Context: an optimization exercise on an open-source flow, tuned for small area and a short achievable clock period. The choices shown serve that exercise and are no tape-out recipe. Function was checked by simulation only, so behaviour that the tests miss may differ from the original. Power and IR drop assume default switching activity.

<file path="run.sh">
#!/bin/bash
# synth_recipe.tcl (not shown) runs the flow's synth.tcl, then flattens the netlist and writes it again
# the make line also repeats each setting of config.mk as NAME=value (left out here)
make -C /OpenROAD-flow-scripts/flow DESIGN_CONFIG=/design/flow/config.mk WORK_HOME=/design/flow/orfs CLKGATE_MAP_FILE= SYNTH_SCRIPT=/design/flow/synth_recipe.tcl finish
</file>
<file path="config.mk">
export PLATFORM = sky130hd
export DESIGN_NAME = four_bank_mem
export DESIGN_NICKNAME = four_bank_mem
export VERILOG_FILES = /design/flow/design.v
export SDC_FILE = /design/flow/constraint.sdc
export NUM_CORES = 4
export LEC_CHECK = 0
export CAP_MARGIN = 20
export CORE_MARGIN = 2
export CORE_UTILIZATION = 60
export CTS_CLUSTER_DIAMETER = 100
export CTS_CLUSTER_SIZE = 25
export SETUP_SLACK_MARGIN = 1.5
export SLEW_MARGIN = 20
export SYNTH_HIERARCHICAL = 1
</file>
<file path="constraint.sdc">
create_clock -name core_clock -period 4.0 [get_ports {clk}]
set_input_delay 0.8000 -clock core_clock [delete_from_list [all_inputs] [get_ports {clk}]]
set_output_delay 0.8000 -clock core_clock [all_outputs]
set_load 0.01 [all_outputs]
</file>
<file path="design.v">
module four_bank_mem_hold (
  input  logic we,
  input  logic we_n,
  input  logic d,
  input  logic q,
  output logic nxt
);
  assign nxt = (we & d) | (we_n & q);
endmodule
module four_bank_mem_rd3 (
  input  logic [2:0] sel,
  input  logic [2:0] q,
  output logic       y_n
);
  assign y_n = ~(|(sel & q));
endmodule
module four_bank_mem_nand #(
  parameter int unsigned N = 2
) (
  input  logic [N-1:0] a,
  output logic         y
);
  assign y = ~(&a);
endmodule
module four_bank_mem_nor #(
  parameter int unsigned N = 2
) (
  input  logic [N-1:0] a,
  output logic         y
);
  assign y = ~(|a);
endmodule
module four_bank_mem #(
  parameter int unsigned BANK_AW = 6
) (
  input  logic        clk,
  input  logic        rst,
  input  logic [15:0] bus_addr,
  input  logic [15:0] bus_data_in,
  input  logic        bus_wr,
  input  logic        bus_rd,
  output logic [15:0] bus_data_out,
  output logic        bus_rd_valid,
  output logic        bus_stall,
  output logic [3:0]  bus_busy,
  output logic        bus_err
);
  localparam int unsigned NBANK = 4;
  localparam int unsigned AW    = BANK_AW + 2;
  localparam int unsigned WORDS = 2 ** AW;
  localparam int unsigned DW    = 16;
  localparam int unsigned RLO   = 3;               
  localparam int unsigned RHI   = BANK_AW - RLO;   
  localparam int unsigned N1 = (WORDS + 2) / 3;
  localparam int unsigned N2 = (N1 + 2) / 3;
  localparam int unsigned N3 = (N2 + 2) / 3;
  localparam int unsigned N4 = (N3 + 3) / 4;
  logic [1:0]       cnt [NBANK];
  logic [NBANK-1:0] busy_r;
  logic [NBANK-1:0] sel_c;
  logic [1:0]       bank_c;
  logic             req_c;
  logic             acc_c;
  always_comb begin
    bank_c = bus_addr[2:1];
    req_c  = bus_rd ^ bus_wr;
    for (int b = 0; b < int'(NBANK); b++) begin
      sel_c[b] = req_c & (bank_c == 2'(b));
    end
  end
  assign bus_busy  = busy_r;
  assign bus_stall = |(sel_c & busy_r);
  assign bus_err   = bus_rd & bus_wr;
  assign acc_c     = req_c & ~bus_stall;
  always_ff @(posedge clk or posedge rst) begin
    if (rst) begin
      for (int b = 0; b < int'(NBANK); b++) begin
        cnt[b] <= 2'd0;
      end
      busy_r <= '0;
    end else begin
      for (int b = 0; b < int'(NBANK); b++) begin
        if (sel_c[b] && !busy_r[b]) begin
          cnt[b]    <= 2'd3;
          busy_r[b] <= 1'b1;
        end else begin
          if (busy_r[b]) begin
            cnt[b] <= cnt[b] - 2'd1;
          end
          busy_r[b] <= cnt[b][1];
        end
      end
    end
  end
  logic [DW-1:0]       d_n_r;
  logic [2**RLO-1:0]   row_lo_r;
  logic [2**RHI-1:0]   row_hi_r;
  logic [NBANK-1:0]    bank_wr_r;
  logic [NBANK-1:0]    bank_rd_r;
  logic                r_r;
  always_ff @(posedge clk) begin
    d_n_r <= ~bus_data_in;
    for (int i = 0; i < 2**RLO; i++) begin
      row_lo_r[i] <= (bus_addr[3 +: RLO] == RLO'(i));
    end
    for (int i = 0; i < 2**RHI; i++) begin
      row_hi_r[i] <= (bus_addr[3+RLO +: RHI] == RHI'(i));
    end
    for (int b = 0; b < int'(NBANK); b++) begin
      bank_wr_r[b] <= sel_c[b] & ~busy_r[b] & bus_wr;
    end
  end
  always_ff @(posedge clk or posedge rst) begin
    if (rst) begin
      bank_rd_r <= '0;
      r_r       <= 1'b0;
    end else begin
      for (int b = 0; b < int'(NBANK); b++) begin
        bank_rd_r[b] <= sel_c[b] & ~busy_r[b] & bus_rd;
      end
      r_r <= acc_c & bus_rd;
    end
  end
  logic [WORDS*DW-1:0] mem_q;
  logic [WORDS*DW-1:0] mem_d;
  logic [WORDS-1:0]    we;
  logic [WORDS-1:0]    re;
  always_comb begin
    for (int w = 0; w < int'(WORDS); w++) begin
      we[w] = row_hi_r[w >> (2+RLO)] & row_lo_r[(w >> 2) % (2**RLO)] & bank_wr_r[w % NBANK];
      re[w] = row_hi_r[w >> (2+RLO)] & row_lo_r[(w >> 2) % (2**RLO)] & bank_rd_r[w % NBANK];
    end
  end
  for (genvar w = 0; w < int'(WORDS); w++) begin : g_word
    for (genvar i = 0; i < int'(DW); i++) begin : g_bit
      four_bank_mem_hold u_hold (
        .we  (we[w]),
        .we_n(~we[w]),
        .d   (d_n_r[i]),
        .q   (mem_q[w*DW+i]),
        .nxt (mem_d[w*DW+i])
      );
    end
  end
  always_ff @(posedge clk) begin
    mem_q <= mem_d;
  end
  logic [N1-1:0] l1 [DW];
  logic [N2-1:0] l2 [DW];
  logic [N3-1:0] l3 [DW];
  logic [N4-1:0] l4 [DW];
  logic [DW-1:0] rdata;
  for (genvar i = 0; i < int'(DW); i++) begin : g_rbit
    for (genvar g = 0; g < int'(N1); g++) begin : g_l1
      localparam int unsigned K = (3*g + 3 <= WORDS) ? 3 : WORDS - 3*g;
      if (K == 3) begin : g_full
        four_bank_mem_rd3 u_rd (
          .sel(re[3*g +: 3]),
          .q  ({mem_q[(3*g+2)*DW+i], mem_q[(3*g+1)*DW+i], mem_q[(3*g)*DW+i]}),
          .y_n(l1[i][g])
        );
      end else begin : g_one
        four_bank_mem_nand #(.N(2)) u_rd (
          .a({re[3*g], mem_q[(3*g)*DW+i]}),
          .y(l1[i][g])
        );
      end
    end
    for (genvar g = 0; g < int'(N2); g++) begin : g_l2
      localparam int unsigned K = (3*g + 3 <= N1) ? 3 : N1 - 3*g;
      four_bank_mem_nand #(.N(K)) u_g (.a(l1[i][3*g +: K]), .y(l2[i][g]));
    end
    for (genvar g = 0; g < int'(N3); g++) begin : g_l3
      localparam int unsigned K = (3*g + 3 <= N2) ? 3 : N2 - 3*g;
      four_bank_mem_nor #(.N(K)) u_g (.a(l2[i][3*g +: K]), .y(l3[i][g]));
    end
    for (genvar g = 0; g < int'(N4); g++) begin : g_l4
      localparam int unsigned K = (4*g + 4 <= N3) ? 4 : N3 - 4*g;
      four_bank_mem_nand #(.N(K)) u_g (.a(l3[i][4*g +: K]), .y(l4[i][g]));
    end
    four_bank_mem_nor #(.N(N4+1)) u_l5 (.a({~r_r, l4[i]}), .y(rdata[i]));
  end
  always_ff @(posedge clk or posedge rst) begin
    if (rst) begin
      bus_rd_valid <= 1'b0;
      bus_data_out <= '0;
    end else begin
      bus_rd_valid <= r_r;
      bus_data_out <= rdata;
    end
  end
endmodule
</file>
==> notes.md <==
==> cell families after synthesis <==
logic type      count (synthesis)  share of synthesized area [%]
compound gates               5456                          34.74
flops                        4166                          58.66
simple gates                 1265                          5.288
buf+inv                       446                          1.259
mux                             5                        0.04391
fa+ha+maj                       1                       0.008781
==> metal layers <==
| layer | vias up | share of wire (%) | global-route usage [%] |
|---|---|---|---|
| met3 | 1294 | 13 | 9.341 |
| met1 | 59920 | 39 | 55.19 |
| met2 | 8467 | 43 | 58.56 |
| li1 | 50150 | - | - |
| met4 | 10 | 5.5 | 18.48 |
| met5 | - | 0.014 | 0 |
==> through the flow <==
step	setup slack, ps	hold WS [ps]
6_report	455.7	183.7
4_1_cts	673.5	326.2
3_5_place_dp	-43.65	442.7
2_1_floorplan	1730	353.7
5_1_grt	385.7	170.4
3_3_place_gp	-85.69	436.1
==> synth_stat cells, drive strengths merged (16+ instances only) <==
cell	n	share of area, %
nor3	146	1.0
nand3	704	2.5
nor2	23	0.061
a22o	4096	25
nor4	16	0.14
nand4	32	0.14
dfrtp	34	0.60
buf	96	0.34
and3	258	1.1
a222oi	1360	9.6
clkbuf	72	0.19
inv	278	0.73
nand2	51	0.13
dfxtp	4132	58
==> worst reg2reg max path, delay by kind of cell (launching register included) <==
kind	cells	cell delay, ps
buffers and inverters	3	840
flip-flops	1	580
AO/OA/AOI/OAI	1	540
AND/OR/NAND/NOR	5	1470
==> report_power, final <==
part           total [mW]  internal, mW  switching (mW)  leakage (nW)
clock                21.4          8.58            12.8          2.38
combinational        2.90          1.18            1.72          26.6
sequential           43.5          42.6           0.915          33.8
==> worst min path at each step <==
stage,to,slack (ps),cells past startpoint
after CTS,bank_rd_r[2],330,2
after global placement,cnt[1][1],440,1
after detailed placement,cnt[0][1],440,1
after global routing,r_r,170,3
after floorplan,bus_rd_valid,350,0
final,r_r,180,3
==> layout by cell type (no fill, tap or decap), types with 14 or more instances in the layout <==
cell type / instances
and3_4: 107
inv_1: 271
buf_4: 467
nor4_2: 14
nand3_1: 666
nor3_2: 98
dlymetal6s2s_1: 19
buf_6: 36
and3_1: 89
nand3_2: 38
nand2_1: 51
nor3_4: 46
and3_2: 65
dfxtp_1: 4096
buf_12: 80
clkdlybuf4s50_1: 28
clkbuf_16: 192
a22o_1: 4096
nand4_1: 32
nor2_1: 23
dfrtp_1: 17
dfxtp_4: 33
a222oi_1: 1360
==> flip-flops by register name (all words and copies together), names as in the netlist <==
| register | count |
|---|---|
| mem_q | 4096 |
| busy_r | 4 |
| d_n_r | 16 |
| row_lo_r | 8 |
| bank_wr_r | 4 |
| r_r | 1 |
| row_hi_r | 8 |
| bank_rd_r | 4 |
| cnt | 8 |
| bus_data_out | 16 |
| bus_rd_valid | 1 |
==> Yosys stat by module, one instance, submodules excluded, excerpt <==
module	cells inside	area [um^2]
four_bank_mem_hold	1	8.758
four_bank_mem_rd3	1	10.01
four_bank_mem	5179	88650
==> area by class of cell <==
type | instances | area (um^2) | share of cell area, %
inverter | 278 | 1070 | 0.6761
clock inverter | 2 | 20.02 | 0.01265
clock buffer | 203 | 4825 | 3.049
sequential | 4166 | 83730 | 52.91
timing repair buffer | 647 | 6392 | 4.040
antenna | 11 | 27.53 | 0.01740
multi-input combinational | 6730 | 58230 | 36.80
tap | 3150 | 3941 | 2.491
==> repair_timing <==
action | in CTS | in global routing
gates resized for setup | 402 | 77
pin swaps | 301 | 107
cloned | 4 | 1
setup buffers | 90 | 32
endpoints found under the setup margin | 349 | 718
==> metrics.cfg <==
[sta]
layout_min_cycle_time_ps=3544
tightest_slew_ps=967.8
fmax_mhz=282.1
period_share_pct=88.61
hold_violations=0
rsz0062_at_grt=true
finClkSkew_ps=30.26
timing.slew.headroom_pct=35.48
setup-tns-final_ps=0
finalSetupViolations=0
drv_slew=0

[clocking]
cts_tree=built
htreeDepth=4
clockBufferDepth=3
clk_pin_slew_ps=100
clock-sinks=4166
cts_made_buffers=184
cts_hold_buf=0
clk_latency_ps=890
cts-root-buf=clkbuf_16

[finish]
fin_util_pct=67.15
nNetsFinal=12040
final_area_mm2=0.1582
area_growth_pct=11.07
drive_above_1_share_pct=10.19
instances_no_fill=15190
n_fill_cell=17540

[setup_path]
endpoint=bus_data_out[8]
end_kind=flip-flop
slowest_delay_ps=580
crit_required_ps=4780
r2r-start=row_lo_r[3]
reg2reg_slack_ps=460
crit_chain=buf_12 > and3_4 > a222oi_1 > nand3_1 > nor3_4 > buf_4 > nand4_1 > buf_4 > nor4_4
worstReg2RegEnd=bus_data_out[8]
crit_path_start=row_lo_r[3]
critical_path.top_delay_family=simple AND/OR/NAND/NOR gates
crit_top_cell=buf_4
critical_path_depth=9
crit_path_start_kind=flip-flop
path_buf_inv=3
reg2reg_depth=9
crit_type=flip-flop to flip-flop
path_max_fanout=14
crit_slowest_cell=dfxtp_4
arrival_ps=4320

[placement]
placed_area_mm2=0.1506
gp_congestion=0.9043
place_hpwl_um=298400
place.port_buffers=50
dp.cells=14840

[synth]
synthArstFlopShare_pct=0.8161
synth.distinct_cells=26
synth_seq_cells=4166
synth_seq_area_share_pct=58.66
synthFlopType=dfxtp_1
syn_area_per_cell_um2=12.56
ys_warn_count=13
synth_edf_count=0
syn_area_mm2=0.1425
syn_inst=11340
syn_nets=11380

[job]
cap_violations=0

[drt]
drt-wirelength-per-cell_um=33.67
antenna_left=0
drtIter0Drc=22590
vias=119800
routed_via_density=7.891
firstDrtPassIters=13
drt-total-wl_um=511300
drc=0

[global_routing]
grt_pass1_vias=112000
grt_pass1_wl_um=745600
grtUsageTotal_pct=39.74
grt_max_degree=120
antenna_found_initial=22
gr-total-overflow=0

[floorplanning]
die_w_um=491.3
rows=178
initial_utilization_pct=60.46
dieArea_mm2=0.2413
dieHeight_um=491.3
io_pins=59
coreArea_mm2=0.2356

[status]
outcome=complete, no violations

[hold_path]
hp-start=bus_rd
min_path_type=input port to flip-flop

[pwr]
powerDensity_mw_per_mm2=428.3
p_leak_nw=62.77
finalPower_mw=67.77
peakVddDrop_mv=0.4911

[what the ideal ports hide]
No port has a modelled driver above. Below, the same layout with a new extraction and two added sets of constraints.
Step 1: set_driving_cell puts a clkbuf_16 on clk and a buf_2 on each other input, an assumption about the parent block.
Step 2 moves the port delays by t, midway between the first and last clock arrival at a register: inputs arrive t later, outputs are due t later. That takes back most of the time a late clock gives input paths.
Three values: no drivers, after step 1, after step 2; two values: the first two.
shift t [ns]: 0.974
setup WS [ns]: 0.456 / 0.456 / 0.456
worst slew at a driven data input, ns: 0.09
After both steps setup and hold are still met in this run. For this run, drivers alone change the setup slack by 0.000 ns; drivers and shift together by 0.000 ns.
